Source: an optimization exercise on an open RTL-to-GDS flow (aim: small area). Production flows keep margins and buffers that such runs may drop. Where RTL was checked, it was by simulation tests only, not by an equivalence proof against the original. The RTL of runs 3 and 4 was laid out without a check of its function. Power and IR drop assume default switching activity.

==> design.v <==
package robotSensePkg;
	typedef enum logic [2:0] {
		AXIS_PROP_LEFT,
		AXIS_PROP_RIGHT,
		AXIS_ODO_LEFT,
		AXIS_ODO_RIGHT,
		AXIS_GRIPPER,
		AXIS_RAKE_LEFT,
		AXIS_RAKE_RIGHT
	} axisIdx_t;
	typedef enum logic [3:0] {
		REG_STATUS       = 4'd0,
		REG_SPEED0       = 4'd1,
		REG_SPEED1       = 4'd2,
		REG_SPEED2       = 4'd3,
		REG_SPEED3       = 4'd4,
		REG_SPEED4       = 4'd5,
		REG_SPEED5       = 4'd6,
		REG_SPEED6       = 4'd7,
		REG_BEACON_START = 4'd8,
		REG_BEACON_END   = 4'd9,
		REG_CONFIG       = 4'd10,
		REG_WINDOW       = 4'd11
	} regAddr_t;
	typedef enum logic [1:0] {
		WAIT,
		RECEPTION,
		GLITCH
	} beaconState_t;
	typedef struct packed {
		logic phaseA;
		logic phaseB;
	} encoderPins_t;
	typedef struct packed {
		logic [16-1:0] speed;
		logic                   forward;
	} speedSample_t;
	typedef struct packed {
		logic [16-1:0] startAngle;
		logic [16-1:0] endAngle;
		logic                   turn;
	} beaconResult_t;
	typedef struct packed {
		logic left;
		logic right;
		logic gripper;
		logic rakeLeft;
		logic rakeRight;
	} limitSwitches_t;
	typedef struct packed {
		logic                   strobe;
		regAddr_t               addr;
		logic [16-1:0] data;
	} regWrite_t;
	typedef struct packed {
		logic [1:0]             intEnable;
		logic [1:0]             auxOut;
		logic [16-1:0] windowUnits;
	} robotConfig_t;
endpackage
`timescale 1ns/1ps
module encoderChannel #(
	parameter bit INVERT = 1'b0
) (
	input  logic                   CLOCK_50,
	input  logic                   reset,
	input  logic [1:0]             pins,
	input  logic                   windowEnd,
	output logic [16-1:0] speed,
	output logic                   forward
);
	logic [1:0]             sync0;
	logic [1:0]             pinsNow;
	logic [1:0]             lastPins;
	logic [1:0]             rise;
	logic [16-1:0] countA;
	logic [16-1:0] countB;
	logic [16:0]   carryA;
	logic [16:0]   carryB;
	logic [16:0]   sumCarry;
	logic [16-1:0] sumBits;
	logic [16-1:0] nextA;
	logic [16-1:0] nextB;
	assign rise = pinsNow & ~lastPins;
	assign carryA[0] = rise[1] & ~(&countA);
	assign carryB[0] = rise[0] & ~(&countB);
	for (genvar i = 0; i < 16; i++) begin : gCount
		assign carryA[i+1] = carryA[i] & countA[i];
		assign carryB[i+1] = carryB[i] & countB[i];
		if (i == 0) begin : gLow
			assign nextA[i] = windowEnd ? rise[1] : countA[i] ^ carryA[i];
			assign nextB[i] = windowEnd ? rise[0] : countB[i] ^ carryB[i];
		end else begin : gHigh
			assign nextA[i] = ~windowEnd & (countA[i] ^ carryA[i]);
			assign nextB[i] = ~windowEnd & (countB[i] ^ carryB[i]);
		end
	end
	assign sumCarry[0] = 1'b0;
	for (genvar i = 0; i < 16; i++) begin : gSum
		logic bitSum;
		assign bitSum = countA[i] ^ countB[i] ^ sumCarry[i];
		assign sumCarry[i+1] = (countA[i] & countB[i]) | (sumCarry[i] & (countA[i] ^ countB[i]));
		if (i > 0) begin : gKeep
			assign sumBits[i-1] = bitSum;
		end
	end
	assign sumBits[16-1] = sumCarry[16];
	always_ff @(posedge CLOCK_50 or posedge reset) begin
		if (reset) begin
			sync0 <= '0;
			pinsNow <= '0;
			lastPins <= '0;
			countA <= '0;
			countB <= '0;
			speed <= '0;
			forward <= 1'b0;
		end else begin
			sync0 <= pins;
			pinsNow <= sync0;
			lastPins <= pinsNow;
			countA <= nextA;
			countB <= nextB;
			if (windowEnd)
				speed <= sumBits;
			if (rise[1])
				forward <= pinsNow[0] ^ INVERT;
		end
	end
endmodule
`timescale 1ns/1ps
module speedMeter (
	input  logic                                  CLOCK_50,
	input  logic                                  reset,
	input  logic [2*7-1:0]               encoders,
	input  logic         [16-1:0]        windowUnits,
	input  logic                                  windowRestart,
	output logic [7*(16+1)-1:0] speeds
);
	localparam logic [7-1:0] invertMask = 7'b0000110;
	logic [6:0]             unitCycle;
	logic [16-1:0] unitCount;
	logic [16-1:0] unitsEff;
	logic                   unitLast;
	logic                   windowEnd;
	assign unitsEff = {windowUnits[16-1:1], windowUnits[0] | (windowUnits == '0)};
	assign unitLast = (unitCycle == 7'(100 - 1));
	logic [16:0] borrow;
	assign borrow[0] = unitLast;
	for (genvar i = 0; i < 16; i++) begin : gCmp
		assign borrow[i+1] = (unitCount[i] & ~unitsEff[i]) | (borrow[i] & (unitCount[i] | ~unitsEff[i]));
	end
	assign windowEnd = borrow[16];
	always_ff @(posedge CLOCK_50 or posedge reset) begin
		if (reset) begin
			unitCycle <= '0;
			unitCount <= 16'(1);
		end else if (windowRestart || windowEnd) begin
			unitCycle <= '0;
			unitCount <= 16'(1);
		end else if (unitLast) begin
			unitCycle <= '0;
			unitCount <= unitCount + 1'b1;
		end else begin
			unitCycle <= unitCycle + 1'b1;
		end
	end
	for (genvar i = 0; i < 7; i++) begin : gAxis
		encoderChannel #(.INVERT(invertMask[i])) channel_i (
			.CLOCK_50  (CLOCK_50),
			.reset     (reset),
			.pins      (encoders[2*i +: 2]),
			.windowEnd (windowEnd),
			.speed     (speeds[i*(16+1)+1 +: 16]),
			.forward   (speeds[i*(16+1)])
		);
	end
endmodule
`timescale 1ns/1ps
module beaconCapture (
	input  logic          CLOCK_50,
	input  logic          reset,
	input  logic          sign,
	input  logic          sync,
	input  logic          turretTick,
	output robotSensePkg::beaconResult_t beacon
);
	localparam int holdWidth = $clog2(20);
	logic [2:0]             sync0;
	logic [2:0]             inNow;
	logic [1:0]             lastEdge;
	logic                   signNow;
	logic                   syncRise;
	logic                   tickRise;
	logic [16-1:0] angle;
	logic [16-1:0] pendStart;
	logic [16-1:0] pendEnd;
	logic [holdWidth-1:0]   holdCount;
	logic                   holdDone;
	logic                   inReception;
	logic                   inGlitch;
	assign signNow = inNow[2];
	assign syncRise = inNow[1] & ~lastEdge[1];
	assign tickRise = inNow[0] & ~lastEdge[0];
	assign holdDone = tickRise && (holdCount == holdWidth'(20 - 1));
	always_ff @(posedge CLOCK_50 or posedge reset) begin
		if (reset) begin
			sync0 <= '0;
			inNow <= '0;
			lastEdge <= '0;
			angle <= '0;
			inReception <= 1'b0;
			inGlitch <= 1'b0;
			holdCount <= '0;
			beacon <= '0;
		end else begin
			sync0 <= {sign, sync, turretTick};
			inNow <= sync0;
			lastEdge <= inNow[1:0];
			if (syncRise)
				angle <= '0;
			else if (tickRise)
				angle <= angle + 1'b1;
			inReception <= signNow;
			inGlitch <= ~signNow & (inReception | (inGlitch & ~holdDone));
			if (inGlitch)
				holdCount <= holdCount + tickRise;
			else
				holdCount <= '0;
			if (inGlitch && !signNow && holdDone) begin
				beacon.startAngle <= pendStart;
				beacon.endAngle <= pendEnd;
			end
			if (syncRise)
				beacon.turn <= ~beacon.turn;
		end
	end
	always_ff @(posedge CLOCK_50) begin
		if (!inReception && !inGlitch)
			pendStart <= angle;
		if (inReception)
			pendEnd <= angle;
	end
endmodule
`timescale 1ns/1ps
module sensorRegs (
	input  logic                           CLOCK_50,
	input  logic                           reset,
	input  robotSensePkg::regWrite_t                      regWrite,
	input  robotSensePkg::regAddr_t                       regReadAddr,
	input  logic [7*(16+1)-1:0]      speeds,
	input  robotSensePkg::beaconResult_t                  beacon,
	input  robotSensePkg::limitSwitches_t                 limits,
	input  logic                           startCord,
	input  logic         [1:0]             keys,
	input  logic                           id,
	output logic         [16-1:0] regReadData,
	output robotSensePkg::robotConfig_t                   robotConfig,
	output logic                           windowRestart,
	output logic                           int1,
	output logic                           int2
);
	logic [8:0]             sync0;
	logic [8:0]             pinsNow;
	robotSensePkg::limitSwitches_t         limitsSync;
	logic                   startSync;
	logic                   idSync;
	logic [1:0]             keysSync;
	logic [16-1:0] statusWord;
	logic [16-1:0] readWord;
	always_ff @(posedge CLOCK_50 or posedge reset) begin
		if (reset) begin
			sync0 <= '0;
			pinsNow <= '0;
		end else begin
			sync0 <= {keys, startCord, id, limits};
			pinsNow <= sync0;
		end
	end
	assign limitsSync = robotSensePkg::limitSwitches_t'(pinsNow[4:0]);
	assign idSync = pinsNow[5];
	assign startSync = pinsNow[6];
	assign keysSync = pinsNow[8:7];
	always_ff @(posedge CLOCK_50 or posedge reset) begin
		if (reset) begin
			robotConfig.intEnable <= '0;
			robotConfig.auxOut <= '0;
			robotConfig.windowUnits <= 16'(5000);
			windowRestart <= 1'b0;
		end else begin
			windowRestart <= regWrite.strobe && regWrite.addr == robotSensePkg::REG_WINDOW;
			if (regWrite.strobe && regWrite.addr == robotSensePkg::REG_CONFIG) begin
				robotConfig.intEnable <= regWrite.data[1:0];
				robotConfig.auxOut <= regWrite.data[5:4];
			end
			if (regWrite.strobe && regWrite.addr == robotSensePkg::REG_WINDOW)
				robotConfig.windowUnits <= regWrite.data;
		end
	end
	assign int1 = robotConfig.intEnable[0] ? keysSync[0] : 1'b1;
	assign int2 = robotConfig.intEnable[1] ? keysSync[1] : 1'b1;
	assign statusWord = {
		beacon.turn, 1'b0, startSync,
		limitsSync.rakeRight, limitsSync.rakeLeft, limitsSync.gripper,
		limitsSync.right, limitsSync.left,
		speeds[int'(robotSensePkg::AXIS_ODO_RIGHT)*(16+1)], speeds[int'(robotSensePkg::AXIS_ODO_LEFT)*(16+1)],
		speeds[int'(robotSensePkg::AXIS_GRIPPER)*(16+1)],
		speeds[int'(robotSensePkg::AXIS_RAKE_RIGHT)*(16+1)], speeds[int'(robotSensePkg::AXIS_RAKE_LEFT)*(16+1)],
		speeds[int'(robotSensePkg::AXIS_PROP_RIGHT)*(16+1)], speeds[int'(robotSensePkg::AXIS_PROP_LEFT)*(16+1)],
		idSync
	};
	logic [15:0] readSel;
	assign readSel = 16'(1) << regReadAddr;
	always_comb begin
		readWord = {16{readSel[robotSensePkg::REG_STATUS]}} & statusWord;
		for (int a = 0; a < 7; a++) begin
			readWord |= {16{readSel[int'(robotSensePkg::REG_SPEED0) + a]}}
				& speeds[a*(16+1)+1 +: 16];
		end
		readWord |= {16{readSel[robotSensePkg::REG_BEACON_START]}} & beacon.startAngle;
		readWord |= {16{readSel[robotSensePkg::REG_BEACON_END]}} & beacon.endAngle;
		readWord |= {16{readSel[robotSensePkg::REG_CONFIG]}}
			& {10'b0, robotConfig.auxOut, 2'b0, robotConfig.intEnable};
		readWord |= {16{readSel[robotSensePkg::REG_WINDOW]}} & robotConfig.windowUnits;
	end
	always_ff @(posedge CLOCK_50 or posedge reset) begin
		if (reset)
			regReadData <= '0;
		else
			regReadData <= readWord;
	end
endmodule
`timescale 1ns/1ps
module robotSenseTop (
	input  logic                     CLOCK_50,
	input  logic                     reset,
	input  logic [2*7-1:0] encoders,
	input  logic                     beaconSign,
	input  logic                     beaconSync,
	input  logic                     turretA,
	input  logic [4:0]               limits,
	input  logic                     startCord,
	input  logic [1:0]               keys,
	input  logic                     id,
	input  logic [20:0]              regWrite,
	input  logic [3:0]               regReadAddr,
	output logic [16-1:0]   regReadData,
	output logic                     int1,
	output logic                     int2,
	output logic [1:0]               auxOut
);
	logic [7*(16+1)-1:0]        speeds;
	robotSensePkg::beaconResult_t                  beacon;
	robotSensePkg::robotConfig_t                   robotConfig;
	logic                           windowRestart;
	assign auxOut = robotConfig.auxOut;
	speedMeter speedMeter_i (
		.CLOCK_50      (CLOCK_50),
		.reset         (reset),
		.encoders      (encoders),
		.windowUnits   (robotConfig.windowUnits),
		.windowRestart (windowRestart),
		.speeds        (speeds)
	);
	beaconCapture beaconCapture_i (
		.CLOCK_50   (CLOCK_50),
		.reset      (reset),
		.sign       (beaconSign),
		.sync       (beaconSync),
		.turretTick (turretA),
		.beacon     (beacon)
	);
	sensorRegs sensorRegs_i (
		.CLOCK_50      (CLOCK_50),
		.reset         (reset),
		.regWrite      (regWrite),
		.regReadAddr   (robotSensePkg::regAddr_t'(regReadAddr)),
		.speeds        (speeds),
		.beacon        (beacon),
		.limits        (limits),
		.startCord     (startCord),
		.keys          (keys),
		.id            (id),
		.regReadData   (regReadData),
		.robotConfig   (robotConfig),
		.windowRestart (windowRestart),
		.int1          (int1),
		.int2          (int2)
	);
endmodule
==> run.sh <==
#!/bin/bash
# synth_recipe.tcl (not shown) runs the flow's synth.tcl, then flattens the netlist and writes it again
# the make line also repeats each setting of config.mk as NAME=value (left out here)
make -C /OpenROAD-flow-scripts/flow DESIGN_CONFIG=/design/flow/config.mk WORK_HOME=/design/flow/orfs CLKGATE_MAP_FILE= SYNTH_SCRIPT=/design/flow/synth_recipe.tcl finish
==> config.mk <==
export PLATFORM = sky130hd
export DESIGN_NAME = robotSenseTop
export DESIGN_NICKNAME = robotSenseTop
export VERILOG_FILES = /design/flow/design.v
export SDC_FILE = /design/flow/constraint.sdc
export NUM_CORES = 4
export LEC_CHECK = 0
export CAP_MARGIN = 20
export CORE_MARGIN = 2
export CORE_UTILIZATION = 40
export SLEW_MARGIN = 20
export SYNTH_HIERARCHICAL = 1
==> constraint.sdc <==
create_clock -name core_clock -period 20.0 [get_ports {CLOCK_50}]
set_input_delay 4.0000 -clock core_clock [delete_from_list [all_inputs] [get_ports {CLOCK_50}]]
set_output_delay 4.0000 -clock core_clock [all_outputs]
set_load 0.01 [all_outputs]
==> out/qor.txt, run 1 <==
status: timing/DRC/antenna clean
Slew Limit Headroom: 14.5%
post-CTS sizing: 0
FF+latch count, synth: 559
total gr overflow: 0
Worst-path clk slew: 0.06 ns
leakage: 14.9 nW
placed cell area: 28200 um2
core outline area: 65900 um2
drt drc: 0
pin count of the biggest net entering global routing: 199
Fin Clk Skew: 0.0374 ns
vias: 15300
die area: 68800 um2
worst hold path type: reg2reg
drt first-iter violations: 1000
Die Ht: 262 um
Area growth syn-to-layout: 13.5%
mapped cell area: 26700 um2
peak supply drop: 72.4 uV
CP max stage delay: 0.42 ns
Slew @ Worst Pin: 1.28 ns
root buffer cell: clkbuf_16
num ports: 73
Sink Count: 559
crit-path cells: and2_1 > fa_1 > fa_1 > fa_1 > fa_1 > fa_1 > fa_1 > fa_1 > fa_1 > fa_1 > fa_1 > fa_1 > fa_1 > inv_1 > fa_1 > inv_1 > fa_1 > inv_1 > fa_1 > a21oi_1
fin crit share: 34.0%
WP data arrival: 7.34 ns
hold buffers post-CTS: 0
MaxCap Viol Count: 0
final setup fails: 0
CP Launch Type: flop
FMAX: 147 MHz
post-synthesis cell type count: 76
Detailed Route WL: 59.0 mm
crit path buf inv count: 3
# Post-CTS Setup Buffers: 0
worst skew pair latency: 0.64 ns
Synth Instances: 1929
Max FO, Critical Path: 3
Crit Path Class: reg2reg
# H-tree levels: 2
RSZ-0062 raised after global routing: false
P per Cell Area: 102 nW/um2
GR Util All Layers: 17.6%
async set-reset flop share out of synthesis: 94.3%
FP Rows: 94
# port buffers: 72
final hold vios: 0
via/cell ratio: 5.22
share of layout cells above drive strength 1: 16.0%
initial core utilization: 40.5%
GP Congestion: 0.900
Num CTS Buffers: 60
Final WS setup: 13.19 ns
Most common cell on crit path: fa_1
final instance area: 30300 um2
Setup crit end kind: flop
DRT Pass-1 Iters: 5
DR WL/cell: 20.1 um
commonest non-fill, non-tap cell in the layout: dfrtp_1
net count after synthesis: 2302
ant diodes: 0
Seq/Total Area, Yosys: 53.1%
clk buf depth: 3
layout net count: 2388
CP top delay family: adder cells
Synth warnings: 11
dpl ws: 13.28 ns
HPWL after DPL: 42.7 mm
CP max stage cell: fa_1
commonest non-fill, non-tap cells in the layout: dfrtp_1 (521), nor2b_1 (224), ha_1 (215), mux2_2 (163), fa_1 (105)
initial antenna violation count: 5
TritonCTS clock tree: done
vias in the first global route: 16100
Setup TNS: 0 ns
crit path time final: 6.81 ns
EDFF count, synth: 32
Mapped Avg Cell Area: 13.8 um2
die width: 262 um
CP Data Required Time: 20.54 ns
first-pass GRT wire length: 95.0 mm
Antenna Nets Post-Route: 0
Slew Viols, Final: 0
Top FF cell, synth: dfrtp_1
## per-stage QoR
stage | hold slack (ns) | total power [W] | utilization (%) | cells
after floorplan | 0.331 | 0.00168 | - | 1929
after global placement | 0.332 | 0.00190 | 42.8 | 2817
after detailed placement | 0.335 | 0.00193 | 42.8 | 2817
after CTS | 0.341 | 0.00311 | 46.0 | 2930
after global routing | 0.337 | 0.00323 | 46.0 | 2930
final | 0.331 | 0.00307 | 46.0 | 2930
## per-module statistics from Yosys, one instance, submodules excluded, excerpt
module,flops+latches,times used
speedMeter,23,1
sensorRegs,55,1
beaconCapture,96,1
## worst reg2reg max path, delay by kind of cell (launching register included)
kind	cells	cell delay [ns]
compound gates	1	0.15
fa+ha+maj	15	5.78
flops	1	0.40
simple gates	1	0.18
buf+inv	3	0.21
## where the power goes
group          internal [W]  leakage (nW)  switching [W]
clock              0.000705          1.03       0.000463
sequential          0.00128          7.32       0.000168
combinational      0.000237          6.56       0.000221
total               0.00222          14.9       0.000851
## kinds of logic (layout without fill, tap and decap cells)
family	count (synthesis)	in the layout	share of synthesized area (%)
xor gates and xnor gates	48	48	1.58
buffers and inverters	154	291	2.90
muxes	223	223	9.81
DFF	559	559	53.1
and+or+nand+nor	504	504	11.1
adders and majority gates	323	323	18.1
AOI/OAI and AO/OA	118	118	3.44
## sequential cells by signal, indices dropped and copies added (netlist names), 9 cells and up
register,cells
speedMeter_i.gAxis.channel_i.countB,112
beaconCapture_i.angle,16
speedMeter_i.gAxis.channel_i.lastPins,14
beaconCapture_i.beacon,33
sensorRegs_i.regReadData,16
sensorRegs_i.sync0,9
speedMeter_i.gAxis.channel_i.countA,112
speedMeter_i.gAxis.channel_i.speed,112
sensorRegs_i.robotConfig,20
beaconCapture_i.pendEnd,16
beaconCapture_i.pendStart,16
sensorRegs_i.pinsNow,9
speedMeter_i.gAxis.channel_i.pinsNow,14
speedMeter_i.unitCount,16
speedMeter_i.gAxis.channel_i.sync0,14
## final cells by class
type	instances	area (um2)
Inverter	88	330
Timing Repair Buffer	90	853
Sequential cell	559	14200
Multi-Input combinational cell	1216	11700
Tap cell	864	1080
Fill cell	5877	35600
Clock inverter	32	383
Clock buffer	81	1720
## synth_stat cells, types with 5 or more instances
| cell type | number | area share, % |
|---|---|---|
| o221ai_1 | 6 | 0.20 |
| clkbuf_1 | 6 | 0.084 |
| and2_1 | 14 | 0.33 |
| inv_1 | 87 | 1.2 |
| nand2b_1 | 25 | 0.59 |
| o22ai_1 | 5 | 0.12 |
| o41a_1 | 14 | 0.59 |
| nand2_1 | 26 | 0.37 |
| buf_2 | 31 | 0.58 |
| mux4_2 | 14 | 1.2 |
| buf_6 | 13 | 0.55 |
| ha_1 | 215 | 10 |
| fa_1 | 105 | 7.9 |
| a22oi_1 | 16 | 0.45 |
| nand4_1 | 68 | 1.6 |
| xnor2_1 | 37 | 1.2 |
| mux2i_1 | 41 | 1.5 |
| nor2_1 | 69 | 0.97 |
| dfstp_2 | 6 | 0.59 |
| edfxtp_1 | 32 | 3.6 |
| xor2_1 | 11 | 0.36 |
| mux2_1 | 5 | 0.21 |
| nor4_1 | 8 | 0.19 |
| nand3_1 | 17 | 0.32 |
| nor3_1 | 25 | 0.47 |
| a221oi_1 | 8 | 0.26 |
| a21oi_1 | 22 | 0.41 |
| buf_4 | 16 | 0.45 |
| mux2_2 | 163 | 6.9 |
| dfrtp_1 | 521 | 49 |
| nor2b_1 | 224 | 5.3 |
## metal layers
metal	global-route usage (%)	part of all wire, %	vias up
li1	-	-	6925
met1	24.8	45	7914
met2	27.3	46	331
met3	3.40	5.3	108
met4	5.68	2.9	4
met5	0	0.039	-
## worst paths after layout
kind                                                                startpoint  slack, ns                                                    end  depth (start not counted)
max                        speedMeter_i.gAxis[4].channel_i.countA[0]$_DFF_PP0_      13.19  speedMeter_i.gAxis[4].channel_i.speed[14]$_DFFE_PP0P_                         20
min                         speedMeter_i.gAxis[2].channel_i.sync0[0]$_DFF_PP0_       0.33   speedMeter_i.gAxis[2].channel_i.pinsNow[0]$_DFF_PP0_                          0
max reg2reg                speedMeter_i.gAxis[4].channel_i.countA[0]$_DFF_PP0_      13.19  speedMeter_i.gAxis[4].channel_i.speed[14]$_DFFE_PP0P_                         20
min reg2reg                 speedMeter_i.gAxis[2].channel_i.sync0[0]$_DFF_PP0_       0.33   speedMeter_i.gAxis[2].channel_i.pinsNow[0]$_DFF_PP0_                          0
max in group asynchronous                                                reset      14.69   speedMeter_i.gAxis[6].channel_i.speed[3]$_DFFE_PP0P_                          3
min in group asynchronous                                                reset       4.23                        sensorRegs_i.sync0[0]$_DFF_PP0_                          2
==> inputs of run 2 (changes only) <==
--- a/config.mk
+++ b/config.mk
@@ -8,5 +8,7 @@
 export CAP_MARGIN = 20
 export CORE_MARGIN = 2
 export CORE_UTILIZATION = 40
+export CTS_BUF_LIST = sky130_fd_sc_hd__clkbuf_8
+export CTS_CLUSTER_SIZE = 30
 export SLEW_MARGIN = 20
 export SYNTH_HIERARCHICAL = 1
==> run 2 against run 1 <==
Effect of this change: final area decreased by 0.40%; still clean on timing, DRC and antenna; die area did not move; synthesized area unchanged; global-route usage up 0.22 points; combinational power about the same; clock skew fell by 0.00091 ns; worst setup slack better by 0.017 ns; core utilization shrank 0.18 points.
==> out/qor.txt, run 2 <==
post-synthesis cell type count: 76 (unchanged)
mapped cell area: 26700 um2 (unchanged)
crit path time final: 6.79 ns (-0.0165 ns)
CP max stage cell: fa_1
HPWL after DPL: 42.7 mm (unchanged)
die area: 68800 um2 (unchanged)
die width: 262 um (unchanged)
MaxCap Viol Count: 0 (unchanged)
top flop regs: speedMeter_i.gAxis.channel_i.countA (112), speedMeter_i.gAxis.channel_i.countB (112), speedMeter_i.gAxis.channel_i.speed (112)
final instance area: 30200 um2 (-0.40%)
DR WL/cell: 19.9 um (-1.4%)
Slew Viols, Final: 0 (unchanged)
FP Rows: 94 (unchanged)
leakage: 15.0 nW (+0.75%)
commonest non-fill, non-tap cells in the layout: dfrtp_1 (521), nor2b_1 (224), ha_1 (215), mux2_2 (163), clkbuf_8 (121)
FF+latch count, synth: 559 (unchanged)
Mapped Avg Cell Area: 13.8 um2 (unchanged)
DRT Pass-1 Iters: 5 (unchanged)
RSZ-0062 raised after global routing: false
net count after synthesis: 2302 (unchanged)
Setup crit end kind: flop
via/cell ratio: 5.15 (-1.3%)
WHS Path Cells: 0 (unchanged)
multi-input logic area: 11700 um2 (unchanged)
final setup fails: 0 (unchanged)
Top FF cell, synth: dfrtp_1
layout net count: 2426 (+1.6%)
GP Congestion: 0.900 (unchanged)
share of layout cells above drive strength 1: 17.3% (+1.3 points)
drt drc: 0 (unchanged)
FMAX: 147 MHz (+0.24%)
CP Data Required Time: 20.58 ns (+0.04 ns)
num ports: 73 (unchanged)
initial core utilization: 40.5% (unchanged)
first-pass GRT wire length: 96.0 mm (+1.0%)
Sink Count: 559 (unchanged)
Yosys top cell by area: dfrtp_1
status: timing/DRC/antenna clean
Area growth syn-to-layout: 13.0%
root buffer cell: clkbuf_8
worst hold path type: reg2reg
EDFF count, synth: 32 (unchanged)
async set-reset flop share out of synthesis: 94.3% (unchanged)
Num CTS Buffers: 98 (+63%)
vias: 15400 (+0.79%)
core outline area: 65900 um2 (unchanged)
Seq/Total Area, Yosys: 53.1% (unchanged)
Die Ht: 262 um (unchanged)
post-CTS sizing: 0 (unchanged)
GR Util All Layers: 17.8% (+0.22 points)
R2R depth: 20 (unchanged)
Synth warnings: 11 (unchanged)
# fillers: 5917 (+0.68%)
Detailed Route WL: 59.4 mm (+0.69%)
commonest non-fill, non-tap cell in the layout: dfrtp_1
# H-tree levels: 3 (+1)
Setup TNS: 0 ns (unchanged)
CP Launch Type: flop
Max FO, Critical Path: 3 (unchanged)
vias in the first global route: 16400 (+1.7%)
pin count of the biggest net entering global routing: 199 (unchanged)
Crit Path Class: reg2reg
top cell type's share of synthesized area: 48.9% (unchanged)
drt first-iter violations: 1021 (+2.1%)
Antenna Nets Post-Route: 0 (unchanged)
final hold vios: 0 (unchanged)
Most common cell on crit path: fa_1
Slew @ Worst Pin: 1.28 ns (+0.00200 ns)
crit-path cells: and2_1 > fa_1 > fa_1 > fa_1 > fa_1 > fa_1 > fa_1 > fa_1 > fa_1 > fa_1 > fa_1 > fa_1 > fa_1 > inv_1 > fa_1 > inv_1 > fa_1 > inv_1 > fa_1 > a21oi_1
initial antenna violation count: 4 (-1)
P per Cell Area: 97.9 nW/um2 (-3.6%)
placed cell area: 28200 um2 (unchanged)
total gr overflow: 0 (unchanged)
ranking of synthesized cells by area: dfrtp_1 (49%), ha_1 (10%), fa_1 (7.9%)
Worst-path clk slew: 0.06 ns (about the same)
peak supply drop: 74.1 uV (+2.4%)
# port buffers: 72 (unchanged)
# Post-CTS Setup Buffers: 0 (unchanged)
clk buf depth: 3 (unchanged)
fin crit share: 34.0% (-0.083 points)
ant diodes: 0 (unchanged)
Fin Clk Skew: 0.0365 ns (-0.000907 ns)
Synth Instances: 1929 (unchanged)
WP data arrival: 7.37 ns (+0.03 ns)
top-count cell post-synth: dfrtp_1
Slew Limit Headroom: 14.4% (-0.13 points)
hold buffers post-CTS: 0 (unchanged)
Hold WS: 0.332 ns (+0.00111 ns)
TritonCTS clock tree: done
CP max stage delay: 0.42 ns (about the same)
worst skew pair latency: 0.69 ns (+0.05 ns)
area occupied by registers: 14200 um2 (unchanged)
top cells by count, synth: dfrtp_1 (521), nor2b_1 (224), ha_1 (215)
==> run 2: final cells by class <==
type / instances / share of cell area (%)
timing repair buffer: 90 / 2.83
sequential: 559 / 47.0
clock inverter: 54 / 1.06
tap: 864 / 3.59
clock buffer: 121 / 5.52
multi-input combinational: 1216 / 39.0
inverter: 88 / 1.10
==> run 2: final timing paths <==
path / startpoint / endpoint / slack [ns]
setup / recovery: speedMeter_i.gAxis[4].channel_i.countA[0]$_DFF_PP0_ / speedMeter_i.gAxis[4].channel_i.speed[14]$_DFFE_PP0P_ / 13.21
hold / removal: speedMeter_i.gAxis[2].channel_i.sync0[0]$_DFF_PP0_ / speedMeter_i.gAxis[2].channel_i.pinsNow[0]$_DFF_PP0_ / 0.33
setup reg to reg: speedMeter_i.gAxis[4].channel_i.countA[0]$_DFF_PP0_ / speedMeter_i.gAxis[4].channel_i.speed[14]$_DFFE_PP0P_ / 13.21
hold reg to reg: speedMeter_i.gAxis[2].channel_i.sync0[0]$_DFF_PP0_ / speedMeter_i.gAxis[2].channel_i.pinsNow[0]$_DFF_PP0_ / 0.33
max in group asynchronous: reset / speedMeter_i.gAxis[6].channel_i.countA[14]$_DFF_PP0_ / 14.74
min in group asynchronous: reset / sensorRegs_i.pinsNow[0]$_DFF_PP0_ / 4.19
==> run 2: cell families after synthesis <==
family	share of synthesized area, %
AOI/OAI and AO/OA	3.44
xor gates and xnor gates	1.58
adders and majority gates	18.1
buffers and inverters	2.90
DFF	53.1
muxes	9.81
and+or+nand+nor	11.1
==> run 2: critical path: cells and delay by family (launching register included) <==
family	cells	cell delay (ns)
AOI/OAI and AO/OA	1	0.15
and+or+nand+nor	1	0.18
buffers and inverters	3	0.21
adders and majority gates	15	5.79
DFF	1	0.40
==> run 2: where the power goes <==
group | switching, W | leakage [nW] | internal [W] | total (W)
Sequential | 0.000168 | 7.32 | 0.00128 | 0.00145
Clock | 0.000466 | 1.14 | 0.000582 | 0.00105
Combinational | 0.000219 | 6.56 | 0.000236 | 0.000456
Total | 0.000853 | 15.0 | 0.00210 | 0.00295
==> run 2: Yosys stat by module, one instance, submodules excluded, a selection <==
module         flops+latches  cell area [um2]  cells inside  copies in the design
beaconCapture             96             3540           221                     1
sensorRegs                55             3270           271                     1
speedMeter                23             1510           168                     1
==> run 2: layer usage <==
metal	vias to the layer above	share of wire, %	GRT usage (%)	routed length [um]
met5	-	0.019	0	11
li1	6990	-	-	-
met1	7915	45	24.6	26500
met3	119	6.1	4.37	3610
met2	376	46	27.4	27500
met4	2	3.1	5.82	1810
==> run 2: per-stage QoR <==
step	util [%]	instances	setup WS, ns	total power, W
2_1_floorplan	-	1929	13.68	0.00168
5_1_grt	45.8	2992	13.04	0.00312
4_1_cts	45.8	2992	13.27	0.00300
6_report	45.8	2992	13.21	0.00295
3_3_place_gp	42.8	2817	13.51	0.00190
3_5_place_dp	42.8	2817	13.28	0.00193
==> inputs of run 3 (changes only) <==
--- a/design.v
+++ b/design.v
@@ -105,11 +105,13 @@
 		end
 	end
 	assign sumBits[16-1] = sumCarry[16];
+	always_ff @(posedge CLOCK_50) begin
+		lastPins <= pinsNow;
+	end
 	always_ff @(posedge CLOCK_50 or posedge reset) begin
 		if (reset) begin
 			sync0 <= '0;
 			pinsNow <= '0;
-			lastPins <= '0;
 			countA <= '0;
 			countB <= '0;
 			speed <= '0;
@@ -117,7 +119,6 @@
 		end else begin
 			sync0 <= pins;
 			pinsNow <= sync0;
-			lastPins <= pinsNow;
 			countA <= nextA;
 			countB <= nextB;
 			if (windowEnd)
@@ -206,26 +207,19 @@
 		if (reset) begin
 			sync0 <= '0;
 			inNow <= '0;
-			lastEdge <= '0;
 			angle <= '0;
 			inReception <= 1'b0;
 			inGlitch <= 1'b0;
-			holdCount <= '0;
 			beacon <= '0;
 		end else begin
 			sync0 <= {sign, sync, turretTick};
 			inNow <= sync0;
-			lastEdge <= inNow[1:0];
 			if (syncRise)
 				angle <= '0;
 			else if (tickRise)
 				angle <= angle + 1'b1;
 			inReception <= signNow;
 			inGlitch <= ~signNow & (inReception | (inGlitch & ~holdDone));
-			if (inGlitch)
-				holdCount <= holdCount + tickRise;
-			else
-				holdCount <= '0;
 			if (inGlitch && !signNow && holdDone) begin
 				beacon.startAngle <= pendStart;
 				beacon.endAngle <= pendEnd;
@@ -235,6 +229,11 @@
 		end
 	end
 	always_ff @(posedge CLOCK_50) begin
+		lastEdge <= inNow[1:0];
+		if (inGlitch)
+			holdCount <= holdCount + tickRise;
+		else
+			holdCount <= '0;
 		if (!inReception && !inGlitch)
 			pendStart <= angle;
 		if (inReception)
==> flow/run.sh (new file) <==
#!/bin/bash
# Standard ORFS layout with three changes: an area-oriented ABC mapping script,
# a clock tree without dummy loads and with larger sink clusters, and the
# smallest buffer on each port.
set -euo pipefail
W=$(pwd)
rm -rf "$W/scripts_own"
cp -r "$FLOW_HOME/scripts" "$W/scripts_own"
cp "$W/flow/abc_area.script" "$W/scripts_own/abc_speed.script"
bash "$W/standard.sh" \
	SCRIPTS_DIR="$W/scripts_own" \
	"CTS_ARGS=-sink_clustering_enable -repair_clock_nets -dont_use_dummy_load -sink_clustering_size 30 -sink_clustering_max_diameter 100 -buf_list sky130_fd_sc_hd__clkbuf_16" \
	"BUFFER_PORTS_ARGS=-buffer_cell sky130_fd_sc_hd__buf_1" \
	finish > "$W/standard.log" 2>&1
==> flow/abc_area.script (new file) <==
strash
dc2
dch
amap
==> standard.sh (new file) <==
#!/bin/bash
# synth_recipe.tcl (not shown) runs the flow's synth.tcl, then flattens the netlist and writes it again
# the make line also repeats each setting of config.mk as NAME=value (left out here)
make -C /OpenROAD-flow-scripts/flow DESIGN_CONFIG=/design/flow/config.mk WORK_HOME=/design/flow/orfs CLKGATE_MAP_FILE= SYNTH_SCRIPT=/design/flow/synth_recipe.tcl "${@:-finish}"
--- a/config.mk
+++ b/config.mk
@@ -8,7 +8,5 @@
 export CAP_MARGIN = 20
 export CORE_MARGIN = 2
 export CORE_UTILIZATION = 40
-export CTS_BUF_LIST = sky130_fd_sc_hd__clkbuf_8
-export CTS_CLUSTER_SIZE = 30
 export SLEW_MARGIN = 20
 export SYNTH_HIERARCHICAL = 1
removed: run.sh
==> run 3 against run 2 <==
Effect of this change: cell count down 8.5%; sequential power down 4%; die area down 7.1%; sequential share of layout area up 5.2 points; worst setup slack worse by 0.32 ns; global-route usage up 0.49 points; non-clock buffer count up 5; critical endpoint is now speedMeter_i.gAxis[6].channel_i.speed[1]$_DFFE_PP0P_; largest cell class unchanged; largest power group unchanged; highest routed layer unchanged.
==> out/qor.txt, run 3 <==
status: timing/DRC/antenna clean
drt first-iter violations: 1241 (+22%)
R2R depth: 30 (+50%)
total gr overflow: 0 (unchanged)
Most common cell on crit path: nor2_1
Sink Count: 559 (unchanged)
top cell type's share of synthesized area: 50.5% (+1.6 points)
# H-tree levels: 1 (-2)
reg2reg start: speedMeter_i.unitCycle[0]$_DFF_PP0_
GP Congestion: 0.827 (-8.1%)
die area: 63900 um2 (-7.1%)
Slew Viols, Final: 0 (unchanged)
crit path buf inv count: 4 (+1)
GR Util All Layers: 18.3% (+0.49 points)
WP data arrival: 7.56 ns (+0.19 ns)
# port buffers: 72 (unchanged)
top-count cell post-synth: dfrtp_1
core outline area: 61500 um2 (-6.6%)
Seq/Total Area, Yosys: 56.7% (+3.7 points)
Antenna Nets Post-Route: 0 (unchanged)
initial core utilization: 40.3% (-0.22 points)
Setup crit end kind: flop
DRT Pass-1 Iters: 9 (+4)
mapped cell area: 24800 um2 (-7.2%)
Yosys top cell by area: dfrtp_1
top flop regs: speedMeter_i.gAxis.channel_i.countA (112), speedMeter_i.gAxis.channel_i.countB (112), speedMeter_i.gAxis.channel_i.speed (112)
r2r setup slk: 12.89 ns (-0.32 ns)
Slew Limit Headroom: 21.6% (+7.2 points)
Mapped Avg Cell Area: 13.6 um2 (-1.9%)
clk buf depth: 3 (unchanged)
drt drc: 0 (unchanged)
die width: 253 um (-3.6%)
Synth Instances: 1826 (-5.3%)
Critical Path Start: speedMeter_i.unitCycle[0]$_DFF_PP0_
async set-reset flop share out of synthesis: 90.5% (-3.8 points)
crit path time final: 7.11 ns (+0.323 ns)
net count after synthesis: 2199 (-4.5%)
Fin Clk Skew: 0.0510 ns (+0.0145 ns)
EDFF count, synth: 32 (unchanged)
Worst-path clk slew: 0.11 ns (+0.05 ns)
Die Ht: 253 um (-3.6%)
Max FO, Critical Path: 83 (+80)
DR top layer: met5
reg2reg end: speedMeter_i.gAxis[6].channel_i.speed[1]$_DFFE_PP0P_
area occupied by registers: 14100 um2 (-0.74%)
vias: 15000 (-2.7%)
DR WL/cell: 20.7 um (+4.2%)
commonest non-fill, non-tap cell in the layout: dfrtp_1
Top FF cell, synth: dfrtp_1
top cells by count, synth: dfrtp_1 (500), nor2b_1 (216), ha_1 (215)
# Post-CTS Setup Buffers: 0 (unchanged)
Num CTS Buffers: 25 (-74%)
layout net count: 2321 (-4.3%)
fin crit share: 35.6% (+1.6 points)
FF+latch count, synth: 559 (unchanged)
multi-input logic area: 10300 um2 (-12%)
RSZ-0062 raised after global routing: false
Setup TNS: 0 ns (unchanged)
Slew @ Worst Pin: 1.15 ns (-0.138 ns)
initial antenna violation count: 2 (-2)
first-pass GRT wire length: 90.7 mm (-5.5%)
num ports: 73 (unchanged)
MaxCap Viol Count: 0 (unchanged)
Synth warnings: 11 (unchanged)
CP Launch Type: flop
Area growth syn-to-layout: 8.76%
Tot Pwr: 0.00234 W (-21%)
final hold vios: 0 (unchanged)
FMAX: 141 MHz (-4.5%)
placed cell area: 26300 um2 (-6.6%)
vias in the first global route: 15700 (-4.2%)
final instance area: 26900 um2 (-11%)
Detailed Route WL: 56.6 mm (-4.7%)
CP endpoint: speedMeter_i.gAxis[6].channel_i.speed[1]$_DFFE_PP0P_
peak supply drop: 51.3 uV (-31%)
leakage: 12.9 nW (-14%)
hold buffers post-CTS: 0 (unchanged)
HPWL after DPL: 41.7 mm (-2.3%)
Met3 Wirelength: 2.87 mm (-20%)
CP max stage delay: 0.75 ns (+0.33 ns)
CP Data Required Time: 20.45 ns (-0.13 ns)
worst skew pair latency: 0.61 ns (-0.08 ns)
FP Rows: 91 (-3.2%)
CP top delay family: compound AO/OA/AOI/OAI gates
Crit path depth: 30 (+50%)
commonest non-fill, non-tap cells in the layout: dfrtp_1 (500), nor2b_1 (216), ha_1 (215), o22a_1 (149), clkinv_1 (111)
ranking of synthesized cells by area: dfrtp_1 (51%), ha_1 (11%), fa_1 (8.5%)
TritonCTS clock tree: done
share of layout cells above drive strength 1: 3.91% (-13 points)
Routed met2 length: 26.6 mm (-3.2%)
final setup fails: 0 (unchanged)
P per Cell Area: 87.0 nW/um2 (-11%)
post-synthesis cell type count: 43 (-43%)
pin count of the biggest net entering global routing: 193 (-3.0%)
CP max stage cell: buf_4
WL met1: 26.0 mm (-2.1%)
post-CTS sizing: 0 (unchanged)
Crit Path Class: reg2reg
via/cell ratio: 5.48 (+6.4%)
# fillers: 5662 (-4.3%)
root buffer cell: clkbuf_16
worst hold path type: reg2reg
-- run 3: report_power, final --
part	total [W]	switching (W)	internal, W
Combinational	0.000388	0.000194	0.000194
Sequential	0.00139	0.000138	0.00126
Clock	0.000562	0.000337	0.000224
Total	0.00234	0.000670	0.00167
-- run 3: kinds of logic (layout without fill, tap and decap cells) --
kind of cell / Yosys count / count (layout) / share of synthesized area, %
other: 0 / 1 / 0
flip-flops: 559 / 559 / 56.7
adder cells (fa/ha/maj): 320 / 320 / 19.4
AO/OA/AOI/OAI: 336 / 336 / 11.0
AND/OR/NAND/NOR: 491 / 491 / 11.1
buffers and inverters: 120 / 240 / 1.82
-- run 3: how the worst min path moves through the flow --
stage	from	endpoint	slack, ns	depth (start not counted)
final	speedMeter_i.gAxis[3].channel_i.sync0[1]$_DFF_PP0_	speedMeter_i.gAxis[3].channel_i.pinsNow[1]$_DFF_PP0_	0.35	0
after global placement	sensorRegs_i.sync0[7]$_DFF_PP0_	sensorRegs_i.pinsNow[7]$_DFF_PP0_	0.33	0
after floorplan	beaconCapture_i.sync0[0]$_DFF_PP0_	beaconCapture_i.inNow[0]$_DFF_PP0_	0.33	0
after global routing	speedMeter_i.gAxis[5].channel_i.sync0[0]$_DFF_PP0_	speedMeter_i.gAxis[5].channel_i.pinsNow[0]$_DFF_PP0_	0.37	0
after CTS	speedMeter_i.gAxis[6].channel_i.sync0[1]$_DFF_PP0_	speedMeter_i.gAxis[6].channel_i.pinsNow[1]$_DFF_PP0_	0.36	0
after detailed placement	beaconCapture_i.sync0[0]$_DFF_PP0_	beaconCapture_i.inNow[0]$_DFF_PP0_	0.33	0
-- run 3: modules after synthesis (local to each module, per instance), a selection --
module	cells	flops+latches
beaconCapture	212	96
sensorRegs	201	55
speedMeter	154	23
-- run 3: per-stage QoR --
| step | setup WS, ns | hold slack, ns | utilization, % | std cells |
|---|---|---|---|---|
| 3_5_place_dp | 12.92 | 0.335 | 42.8 | 2711 |
| 5_1_grt | 11.97 | 0.365 | 43.8 | 2736 |
| 4_1_cts | 12.85 | 0.358 | 43.8 | 2736 |
| 2_1_floorplan | 5.58 | 0.331 | - | 1826 |
| 6_report | 12.89 | 0.354 | 43.8 | 2737 |
| 3_3_place_gp | 13.12 | 0.334 | 42.7 | 2710 |
-- run 3: layer usage --
layer	track usage, %	up-vias
li1	-	6880
met1	26.3	7720
met2	29.9	320
met3	2.14	65
met4	3.74	2
met5	0	-
-- run 3: final cells by class --
type,instances,share of cell area (%)
flip-flops and latches,559,52.2
multi-input cells,1147,38.4
well taps,790,3.67
clock buffers,25,2.32
repair buffers,95,1.74
inverters,120,1.69
diodes,1,0.00929
==> inputs of run 4 (changes only) <==
--- a/flow/run.sh
+++ b/flow/run.sh
@@ -9,6 +9,6 @@
 cp "$W/flow/abc_area.script" "$W/scripts_own/abc_speed.script"
 bash "$W/standard.sh" \
 	SCRIPTS_DIR="$W/scripts_own" \
-	"CTS_ARGS=-sink_clustering_enable -repair_clock_nets -dont_use_dummy_load -sink_clustering_size 30 -sink_clustering_max_diameter 100 -buf_list sky130_fd_sc_hd__clkbuf_16" \
+	"CTS_ARGS=-sink_clustering_enable -repair_clock_nets -dont_use_dummy_load -sink_clustering_size 20 -sink_clustering_max_diameter 80 -buf_list sky130_fd_sc_hd__clkbuf_16" \
 	"BUFFER_PORTS_ARGS=-buffer_cell sky130_fd_sc_hd__buf_1" \
 	finish > "$W/standard.log" 2>&1
==> run 4 against run 3 <==
Effect of this change: sequential power about the same; power rose by 5.2%; non-clock buffer count unchanged; routed wire length rose by 0.90%.
==> out/qor.txt, run 4 <==
status: timing/DRC/antenna clean
Seq/Total Area, Yosys: 56.7% (unchanged)
Switch Pwr: 0.000696 W (+3.9%)
async set-reset flop share out of synthesis: 90.5% (unchanged)
initial core utilization: 40.3% (unchanged)
top flop regs: speedMeter_i.gAxis.channel_i.countA (112), speedMeter_i.gAxis.channel_i.countB (112), speedMeter_i.gAxis.channel_i.speed (112)
Slew Limit Headroom: 32.5% (+11 points)
Synth Instances: 1826 (unchanged)
WP data arrival: 7.54 ns (-0.02 ns)
Fin Clk Skew: 0.0581 ns (+0.00705 ns)
core outline area: 61500 um2 (unchanged)
placed cell count: 2711 (unchanged)
MaxCap Viol Count: 0 (unchanged)
Slew Viols, Final: 0 (unchanged)
post-synthesis cell type count: 43 (unchanged)
mapped cell area: 24800 um2 (unchanged)
# port buffers: 72 (unchanged)
TritonCTS clock tree: done
# Post-CTS Setup Buffers: 0 (unchanged)
met1 GRT Util: 26.3% (about the same)
drt drc: 0 (unchanged)
die area: 63900 um2 (unchanged)
commonest non-fill, non-tap cell in the layout: dfrtp_1
CP Data Required Time: 20.44 ns (about the same)
drt first-iter violations: 1202 (-3.1%)
top-count cell post-synth: dfrtp_1
Setup TNS: 0 ns (unchanged)
CP max stage delay: 0.73 ns (-0.02 ns)
# fillers: 5642 (-0.35%)
root buffer cell: clkbuf_16
first-pass GRT wire length: 91.4 mm (+0.77%)
net count after synthesis: 2199 (unchanged)
pin count of the biggest net entering global routing: 193 (unchanged)
Yosys top cell by area: dfrtp_1
Clock Power Share: 27.7% (+3.7 points)
Power Internal: 0.00177 W (+5.8%)
clk buf depth: 3 (unchanged)
logic gate share of total power: 15.7% (-0.9 points)
peak supply drop: 61.1 uV (+19%)
Setup crit end kind: flop
Slew @ Worst Pin: 1.00 ns (-0.142 ns)
Detailed Route WL: 57.1 mm (+0.90%)
dpl ws: 12.92 ns (unchanged)
Final WS setup: 12.90 ns (+0.0121 ns)
DR WL/cell: 20.8 um (+0.49%)
hold buffers post-CTS: 0 (unchanged)
DRT Pass-1 Iters: 9 (unchanged)
total gr overflow: 0 (unchanged)
EDFF count, synth: 32 (unchanged)
worst skew pair latency: 0.59 ns (-0.02 ns)
fin cells: 2748 (+0.40%)
HPWL after DPL: 41.7 mm (unchanged)
top cell type's share of synthesized area: 50.5% (unchanged)
share of layout cells above drive strength 1: 4.45% (+0.54 points)
layout net count: 2332 (+0.47%)
crit path time final: 7.10 ns (-0.0121 ns)
FF+latch count, synth: 559 (unchanged)
sw frac: 28.2% (-0.37 points)
via/cell ratio: 5.47 (-0.11%)
Max FO, Critical Path: 83 (unchanged)
RSZ-0062 raised after global routing: false
initial antenna violation count: 2 (unchanged)
FP Rows: 91 (unchanged)
Top FF cell, synth: dfrtp_1
final hold vios: 0 (unchanged)
Worst-path clk slew: 0.08 ns (-0.03 ns)
worst hold path type: reg2reg
Crit Path Class: reg2reg
vias in the first global route: 15700 (+0.36%)
Num CTS Buffers: 36 (+44%)
fin util: 44.3% (+0.45 points)
GRT met3 Usage: 3.11% (+0.98 points)
post-CTS sizing: 0 (unchanged)
Mapped Avg Cell Area: 13.6 um2 (unchanged)
leakage: 13.1 nW (+1.0%)
commonest non-fill, non-tap cells in the layout: dfrtp_1 (500), nor2b_1 (216), ha_1 (215), o22a_1 (149), clkinv_1 (111)
die width: 253 um (unchanged)
fin crit share: 35.5% (-0.061 points)
GR Util All Layers: 18.6% (+0.29 points)
final setup fails: 0 (unchanged)
num ports: 73 (unchanged)
Sink Count: 559 (unchanged)
P per Cell Area: 90.6 nW/um2 (+4.2%)
# H-tree levels: 2 (+1)
top cells by count, synth: dfrtp_1 (500), nor2b_1 (216), ha_1 (215)
met2 Track Usage GR: 29.9% (-0.031 points)
Antenna Nets Post-Route: 0 (unchanged)
CP max stage cell: buf_4
CP Launch Type: flop
GP Congestion: 0.827 (unchanged)
Area growth syn-to-layout: 9.88%
Synth warnings: 11 (unchanged)
FMAX: 141 MHz (+0.17%)
ranking of synthesized cells by area: dfrtp_1 (51%), ha_1 (11%), fa_1 (8.5%)
sequential share of power: 56.5% (-3.0 points)
Most common cell on crit path: nor2_1
Die Ht: 253 um (unchanged)
vias: 15000 (+0.29%)
global route hottest layer: met2
==> run 4: critical path: cells and delay by family (launching register included) <==
kind	cells	cell delay (ns)
AOI/OAI and AO/OA	17	3.11
and+or+nand+nor	8	1.00
adders and majority gates	1	0.19
DFF	1	0.38
buffers and inverters	4	2.18
==> run 4: worst paths after layout <==
check                                                                         from                                                    to  slack, ns  depth (start not counted)
worst max-delay path                           speedMeter_i.unitCycle[0]$_DFF_PP0_  speedMeter_i.gAxis[6].channel_i.speed[8]$_DFFE_PP0P_      12.90                         30
worst min-delay path            speedMeter_i.gAxis[6].channel_i.sync0[1]$_DFF_PP0_  speedMeter_i.gAxis[6].channel_i.pinsNow[1]$_DFF_PP0_       0.32                          0
worst max register to register                 speedMeter_i.unitCycle[0]$_DFF_PP0_  speedMeter_i.gAxis[6].channel_i.speed[8]$_DFFE_PP0P_      12.90                         30
worst min register to register  speedMeter_i.gAxis[6].channel_i.sync0[1]$_DFF_PP0_  speedMeter_i.gAxis[6].channel_i.pinsNow[1]$_DFF_PP0_       0.32                          0
max in group asynchronous                                                    reset               sensorRegs_i.robotConfig[9]$_DFFE_PP1P_      15.33                          4
min in group asynchronous                                                    reset                 sensorRegs_i.regReadData[5]$_DFF_PP0_       3.71                          3
==> run 4: layout make-up <==
cell class | instances | area [um2] | share of cell area, %
flip-flops and latches | 559 | 14100 | 51.6
repair buffers | 95 | 468 | 1.72
clock buffers | 36 | 901 | 3.31
inverters | 120 | 455 | 1.67
multi-input cells | 1147 | 10300 | 38.0
well taps | 790 | 988 | 3.63
diodes | 1 | 2.50 | 0.00920
==> run 4: power by group through the flow <==
stage / logic, W / clock network (W) / registers, W
3_5_place_dp: 0.000389 / 0 / 0.00142
3_3_place_gp: 0.000373 / 0 / 0.00141
4_1_cts: 0.000396 / 0.000710 / 0.00140
2_1_floorplan: 0.000255 / 0 / 0.00137
6_report: 0.000388 / 0.000684 / 0.00139
5_1_grt: 0.000449 / 0.000752 / 0.00141
==> run 4: cells by family (layout without fill, tap and decap cells) <==
family / Yosys count / after routing / synth area share, %
AND/OR/NAND/NOR: 491 / 491 / 11.1
adder cells (fa/ha/maj): 320 / 320 / 19.4
AO/OA/AOI/OAI: 336 / 336 / 11.0
buffers and inverters: 120 / 251 / 1.82
other: 0 / 1 / 0
flip-flops: 559 / 559 / 56.7
==> run 4: per-layer routing <==
layer	up-vias	part of all wire (%)
met5	-	0.030
met4	2	2.2
met3	66	6.0
met2	325	47
met1	7720	45
li1	6918	-
==> run 4: modules after synthesis, one instance, submodules excluded, a selection <==
module | area, um2 | times used | flops+latches | cells inside
beaconCapture | 3280 | 1 | 96 | 212
sensorRegs | 2480 | 1 | 55 | 201
speedMeter | 1270 | 1 | 23 | 154
==> run 4: stage by stage <==
stage / total power, W / hold WS [ns] / instance area [um2]
6_report: 0.00247 / 0.323 / 27200
5_1_grt: 0.00261 / 0.331 / 27200
4_1_cts: 0.00250 / 0.325 / 27200
3_5_place_dp: 0.00181 / 0.335 / 26300
3_3_place_gp: 0.00179 / 0.334 / 26300
2_1_floorplan: 0.00162 / 0.331 / 24800
==> inputs of run 5 (changes only) <==
--- a/design.v
+++ b/design.v
@@ -91,8 +91,8 @@
 			assign nextA[i] = windowEnd ? rise[1] : countA[i] ^ carryA[i];
 			assign nextB[i] = windowEnd ? rise[0] : countB[i] ^ carryB[i];
 		end else begin : gHigh
-			assign nextA[i] = ~windowEnd & (countA[i] ^ carryA[i]);
-			assign nextB[i] = ~windowEnd & (countB[i] ^ carryB[i]);
+			assign nextA[i] = countA[i] ? ~(carryA[i] | windowEnd) : (carryA[i] & ~windowEnd);
+			assign nextB[i] = countB[i] ? ~(carryB[i] | windowEnd) : (carryB[i] & ~windowEnd);
 		end
 	end
 	assign sumCarry[0] = 1'b0;
@@ -144,25 +144,43 @@
 	logic                   unitLast;
 	logic                   windowEnd;
 	assign unitsEff = {windowUnits[16-1:1], windowUnits[0] | (windowUnits == '0)};
-	assign unitLast = (unitCycle == 7'(100 - 1));
+	localparam logic [6:0] cycleLast = 100 - 1;
+	assign unitLast = &(unitCycle | ~cycleLast);
 	logic [16:0] borrow;
 	assign borrow[0] = unitLast;
 	for (genvar i = 0; i < 16; i++) begin : gCmp
 		assign borrow[i+1] = (unitCount[i] & ~unitsEff[i]) | (borrow[i] & (unitCount[i] | ~unitsEff[i]));
 	end
 	assign windowEnd = borrow[16];
+	logic                   windowClear;
+	logic                   cycleClear;
+	logic [7:0]             cycleCarry;
+	logic [6:0]             cycleNext;
+	logic [16:0]   unitCarry;
+	logic [16-1:0] unitNext;
+	assign windowClear = windowRestart | windowEnd;
+	assign cycleClear = windowClear | unitLast;
+	assign cycleCarry[0] = 1'b1;
+	for (genvar i = 0; i < 7; i++) begin : gCycle
+		assign cycleCarry[i+1] = cycleCarry[i] & unitCycle[i];
+		assign cycleNext[i] = unitCycle[i] ? ~(cycleCarry[i] | cycleClear) : (cycleCarry[i] & ~cycleClear);
+	end
+	assign unitCarry[0] = unitLast;
+	for (genvar i = 0; i < 16; i++) begin : gUnit
+		assign unitCarry[i+1] = unitCarry[i] & unitCount[i];
+		if (i == 0) begin : gLow
+			assign unitNext[i] = unitCount[i] ? (~unitCarry[i] | windowClear) : (unitCarry[i] | windowClear);
+		end else begin : gHigh
+			assign unitNext[i] = unitCount[i] ? ~(unitCarry[i] | windowClear) : (unitCarry[i] & ~windowClear);
+		end
+	end
 	always_ff @(posedge CLOCK_50 or posedge reset) begin
 		if (reset) begin
 			unitCycle <= '0;
 			unitCount <= 16'(1);
-		end else if (windowRestart || windowEnd) begin
-			unitCycle <= '0;
-			unitCount <= 16'(1);
-		end else if (unitLast) begin
-			unitCycle <= '0;
-			unitCount <= unitCount + 1'b1;
 		end else begin
-			unitCycle <= unitCycle + 1'b1;
+			unitCycle <= cycleNext;
+			unitCount <= unitNext;
 		end
 	end
 	for (genvar i = 0; i < 7; i++) begin : gAxis
@@ -203,6 +221,20 @@
 	assign syncRise = inNow[1] & ~lastEdge[1];
 	assign tickRise = inNow[0] & ~lastEdge[0];
 	assign holdDone = tickRise && (holdCount == holdWidth'(20 - 1));
+	logic [16:0]   angleCarry;
+	logic [16-1:0] angleNext;
+	logic [holdWidth:0]     holdCarry;
+	logic [holdWidth-1:0]   holdNext;
+	assign angleCarry[0] = tickRise;
+	for (genvar i = 0; i < 16; i++) begin : gAngle
+		assign angleCarry[i+1] = angleCarry[i] & angle[i];
+		assign angleNext[i] = angle[i] ? ~(angleCarry[i] | syncRise) : (angleCarry[i] & ~syncRise);
+	end
+	assign holdCarry[0] = tickRise;
+	for (genvar i = 0; i < holdWidth; i++) begin : gHold
+		assign holdCarry[i+1] = holdCarry[i] & holdCount[i];
+		assign holdNext[i] = holdCount[i] ? ~holdCarry[i] & inGlitch : holdCarry[i] & inGlitch;
+	end
 	always_ff @(posedge CLOCK_50 or posedge reset) begin
 		if (reset) begin
 			sync0 <= '0;
@@ -214,10 +246,7 @@
 		end else begin
 			sync0 <= {sign, sync, turretTick};
 			inNow <= sync0;
-			if (syncRise)
-				angle <= '0;
-			else if (tickRise)
-				angle <= angle + 1'b1;
+			angle <= angleNext;
 			inReception <= signNow;
 			inGlitch <= ~signNow & (inReception | (inGlitch & ~holdDone));
 			if (inGlitch && !signNow && holdDone) begin
@@ -230,10 +259,7 @@
 	end
 	always_ff @(posedge CLOCK_50) begin
 		lastEdge <= inNow[1:0];
-		if (inGlitch)
-			holdCount <= holdCount + tickRise;
-		else
-			holdCount <= '0;
+		holdCount <= holdNext;
 		if (!inReception && !inGlitch)
 			pendStart <= angle;
 		if (inReception)
--- a/flow/run.sh
+++ b/flow/run.sh
@@ -9,6 +9,6 @@
 cp "$W/flow/abc_area.script" "$W/scripts_own/abc_speed.script"
 bash "$W/standard.sh" \
 	SCRIPTS_DIR="$W/scripts_own" \
-	"CTS_ARGS=-sink_clustering_enable -repair_clock_nets -dont_use_dummy_load -sink_clustering_size 20 -sink_clustering_max_diameter 80 -buf_list sky130_fd_sc_hd__clkbuf_16" \
+	"CTS_ARGS=-sink_clustering_enable -repair_clock_nets -dont_use_dummy_load -sink_clustering_size 30 -sink_clustering_max_diameter 100 -buf_list sky130_fd_sc_hd__clkbuf_16" \
 	"BUFFER_PORTS_ARGS=-buffer_cell sky130_fd_sc_hd__buf_1" \
 	finish > "$W/standard.log" 2>&1
==> run 5 against run 4 <==
Effect of this change: worst setup slack worse by 0.38 ns; still clean on timing, DRC and antenna; die area shrank 3.3%; power fell by 1.7%; synthesized cell count increased by 13%; fmax decreased by 5.1%; sequential share of layout area rose by 2.2 points; non-clock buffer count up 4; largest cell class unchanged; via count rose by 9.6%; critical endpoint is now speedMeter_i.gAxis[1].channel_i.speed[14]$_DFFE_PP0P_; global-route usage rose by 0.56 points; critical path depth fell by 10; sequential cell count did not move; combinational power increased by 16%.
==> out/qor.txt, run 5 <==
status: timing/DRC/antenna clean
post-CTS sizing: 0 (unchanged)
commonest non-fill, non-tap cell in the layout: dfrtp_1
Mapped Avg Cell Area: 11.6 um2 (-15%)
net count after synthesis: 2241 (+1.9%)
peak supply drop: 51.2 uV (-16%)
vias in the first global route: 16600 (+5.3%)
Area growth syn-to-layout: 9.06%
Num CTS Buffers: 24 (-33%)
die width: 249 um (-1.7%)
top cells by count, synth: dfrtp_1 (500), nor2_1 (287), clkinv_1 (222)
worst skew pair latency: 0.60 ns (about the same)
commonest non-fill, non-tap cells in the layout: dfrtp_1 (500), nor2_1 (286), clkinv_1 (213), o22a_1 (139), nor3_1 (135)
final hold vios: 0 (unchanged)
leakage: 10.9 nW (-16%)
Die Ht: 249 um (-1.7%)
RSZ-0062 raised after global routing: false
TritonCTS clock tree: done
crit path time final: 7.49 ns (+0.384 ns)
Detailed Route WL: 58.5 mm (+2.3%)
Setup crit end kind: flop
Most common cell on crit path: fa_1
# port buffers: 72 (unchanged)
drt drc: 0 (unchanged)
multi-input logic area: 9130 um2 (-12%)
CP Launch Type: flop
die area: 61800 um2 (-3.3%)
fin crit share: 37.4% (+1.9 points)
FF+latch count, synth: 559 (unchanged)
final instance area: 26100 um2 (-4.1%)
async set-reset flop share out of synthesis: 90.5% (unchanged)
GRT met3 Usage: 3.04% (-0.079 points)
CP max stage delay: 0.46 ns (-0.27 ns)
P per Cell Area: 92.9 nW/um2 (+2.5%)
top flop regs: speedMeter_i.gAxis.channel_i.countA (112), speedMeter_i.gAxis.channel_i.countB (112), speedMeter_i.gAxis.channel_i.speed (112)
FP Rows: 89 (-2.2%)
hold buffers post-CTS: 0 (unchanged)
Sink Count: 559 (unchanged)
top cell type's share of synthesized area: 52.3% (+1.8 points)
Fin Clk Skew: 0.0485 ns (-0.00955 ns)
WP data arrival: 7.99 ns (+0.45 ns)
via/cell ratio: 5.56 (+1.7%)
total gr overflow: 0 (unchanged)
Yosys top cell by area: dfrtp_1
FMAX: 134 MHz (-5.1%)
area occupied by registers: 14100 um2 (unchanged)
pin count of the biggest net entering global routing: 90 (-53%)
Antenna Nets Post-Route: 0 (unchanged)
crit-path cells: and2_0 > fa_1 > fa_1 > fa_1 > fa_1 > fa_1 > fa_1 > fa_1 > fa_1 > fa_1 > fa_1 > fa_1 > fa_1 > clkinv_1 > fa_1 > clkinv_1 > fa_1 > clkinv_1 > fa_1 > a21oi_1
initial antenna violation count: 2 (unchanged)
vias: 16500 (+9.6%)
Setup TNS: 0 ns (unchanged)
DR WL/cell: 19.7 um (-5.0%)
Crit Path Class: reg2reg
# H-tree levels: 1 (-1)
Slew @ Worst Pin: 0.964 ns (-0.0402 ns)
placed cell area: 25500 um2 (-3.1%)
clk buf depth: 3 (unchanged)
worst hold path type: reg2reg
post-synthesis cell type count: 41 (-4.7%)
Worst-path clk slew: 0.11 ns (+0.03 ns)
crit path buf inv count: 3 (-1)
Slew Viols, Final: 0 (unchanged)
root buffer cell: clkbuf_16
drt first-iter violations: 1390 (+16%)
EDFF count, synth: 32 (unchanged)
# Post-CTS Setup Buffers: 0 (unchanged)
share of layout cells above drive strength 1: 3.66% (-0.79 points)
layout net count: 2366 (+1.5%)
# fillers: 5481 (-2.9%)
ranking of synthesized cells by area: dfrtp_1 (52%), fa_1 (8.8%), o22a_1 (5.1%)
Top FF cell, synth: dfrtp_1
CP max stage cell: fa_1
global route hottest layer: met2
HPWL after DPL: 42.6 mm (+2.1%)
Synth warnings: 11 (unchanged)
MaxCap Viol Count: 0 (unchanged)
GR Util All Layers: 19.1% (+0.56 points)
GP Congestion: 0.897 (+8.5%)
num ports: 73 (unchanged)
CP Data Required Time: 20.50 ns (+0.06 ns)
met2 Track Usage GR: 30.5% (+0.64 points)
initial core utilization: 40.5% (+0.26 points)
final setup fails: 0 (unchanged)
first-pass GRT wire length: 95.0 mm (+4.0%)
top-count cell post-synth: dfrtp_1
CP top delay family: adder cells
met1 GRT Util: 27.4% (+1.0 points)
ant diodes: 0 (-1)
Max FO, Critical Path: 3 (-96%)
DRT Pass-1 Iters: 6 (-3)
Slew Limit Headroom: 35.2% (+2.7 points)
Synth Instances: 2065 (+13%)
mapped cell area: 23900 um2 (-3.4%)
Seq/Total Area, Yosys: 58.7% (+2.0 points)
core outline area: 59000 um2 (-4.0%)
## run 5: final timing paths
check	depth (start not counted)	end	slack, ns	startpoint
max	20	speedMeter_i.gAxis[1].channel_i.speed[14]$_DFFE_PP0P_	12.51	speedMeter_i.gAxis[1].channel_i.countB[0]$_DFF_PP0_
min	0	speedMeter_i.gAxis[1].channel_i.pinsNow[0]$_DFF_PP0_	0.34	speedMeter_i.gAxis[1].channel_i.sync0[0]$_DFF_PP0_
max reg2reg	20	speedMeter_i.gAxis[1].channel_i.speed[14]$_DFFE_PP0P_	12.51	speedMeter_i.gAxis[1].channel_i.countB[0]$_DFF_PP0_
min reg2reg	0	speedMeter_i.gAxis[1].channel_i.pinsNow[0]$_DFF_PP0_	0.34	speedMeter_i.gAxis[1].channel_i.sync0[0]$_DFF_PP0_
max in group asynchronous	4	sensorRegs_i.robotConfig[7]$_DFFE_PP1P_	15.36	reset
min in group asynchronous	3	speedMeter_i.gAxis[3].channel_i.speed[12]$_DFFE_PP0P_	3.74	reset
## run 5: stage by stage
stage,util (%),std cells,total power [W],setup WS [ns],hold WS (ns)
floorplan,-,2065,0.00169,7.12,0.331
global placement,43.1,2935,0.00187,12.54,0.333
detailed placement,43.2,2937,0.00188,12.47,0.335
CTS,44.2,2961,0.00245,12.45,0.338
global route,44.2,2961,0.00257,12.10,0.349
finish,44.2,2961,0.00242,12.51,0.342
## run 5: cell type report
type	instances	area share (%)
clock buffers	24	2.30
well taps	773	3.71
repair buffers	99	1.94
flip-flops and latches	559	53.9
multi-input cells	1284	35.0
inverters	222	3.21
## run 5: cell families after synthesis
logic type      Yosys count  share of synthesized area (%)
fa+ha+maj               123                           9.73
compound gates          453                           14.1
simple gates            708                           13.9
flops                   559                           58.7
buf+inv                 222                           3.48
## run 5: power breakdown
part	switching (W)	internal, W	total (W)
Clock	0.000343	0.000216	0.000559
Combinational	0.000241	0.000207	0.000449
Sequential	0.000152	0.00126	0.00142
## run 5: modules after synthesis (local to each module, per instance), excerpt
module         area (um2)  cells  flip-flops and latches
speedMeter           1160    143                      23
beaconCapture        3200    199                      96
sensorRegs           2480    201                      55
## run 5: routing by layer
metal	up-vias	part of all wire [%]
met5	-	0.022
met1	8336	45
met3	66	6.0
met2	394	46
met4	2	2.4
li1	7671	-
## run 5: worst reg2reg max path: stages (launching register included)
cell and delay, ns:
dfrtp_1 0.41, and2_0 0.18, fa_1 0.45, fa_1 0.46, fa_1 0.46, fa_1 0.46, fa_1 0.46, fa_1 0.46
fa_1 0.46, fa_1 0.46, fa_1 0.46, fa_1 0.46, fa_1 0.46, fa_1 0.43, clkinv_1 0.07, fa_1 0.17
clkinv_1 0.08, fa_1 0.42, clkinv_1 0.07, fa_1 0.39, a21oi_1 0.15

-- separate check: timing with driven ports --
Ports are ideal in the flow. The routed layouts listed here were re-timed in OpenROAD.
Step 1 (the two cells are an assumption about what drives the block):
set clk [get_ports {CLOCK_50}]
set_driving_cell -lib_cell sky130_fd_sc_hd__clkbuf_16 $clk
set_driving_cell -lib_cell sky130_fd_sc_hd__buf_2 [delete_from_list [all_inputs] $clk]
Step 2, shift: input delay + t, output delay - t, t = (earliest + latest rising clock arrival at the registers) / 2. This alone moves slack from input paths to output paths.
Three values: no drivers, after step 1, after step 2; two values: the first two.
run	shift t [ns]	slack for setup (ns)	latest minus earliest clock arrival (ns)	worst slew at a driven data input, ns	cell pins on the clock port's net
run 1	0.681	13.193 / 13.193 / 13.193	0.038 / 0.037	0.07	1
run 2	0.730	13.210 / 13.210 / 13.210	0.036 / 0.037	0.08	1
run 3	0.638	12.886 / 12.886 / 12.886	0.052 / 0.052	0.08	1
run 4	0.616	12.898 / 12.898 / 12.898	0.060 / 0.060	0.08	1
run 5	0.633	12.514 / 12.514 / 12.514	0.050 / 0.051	0.08	1
After both steps every run listed still meets setup and hold.
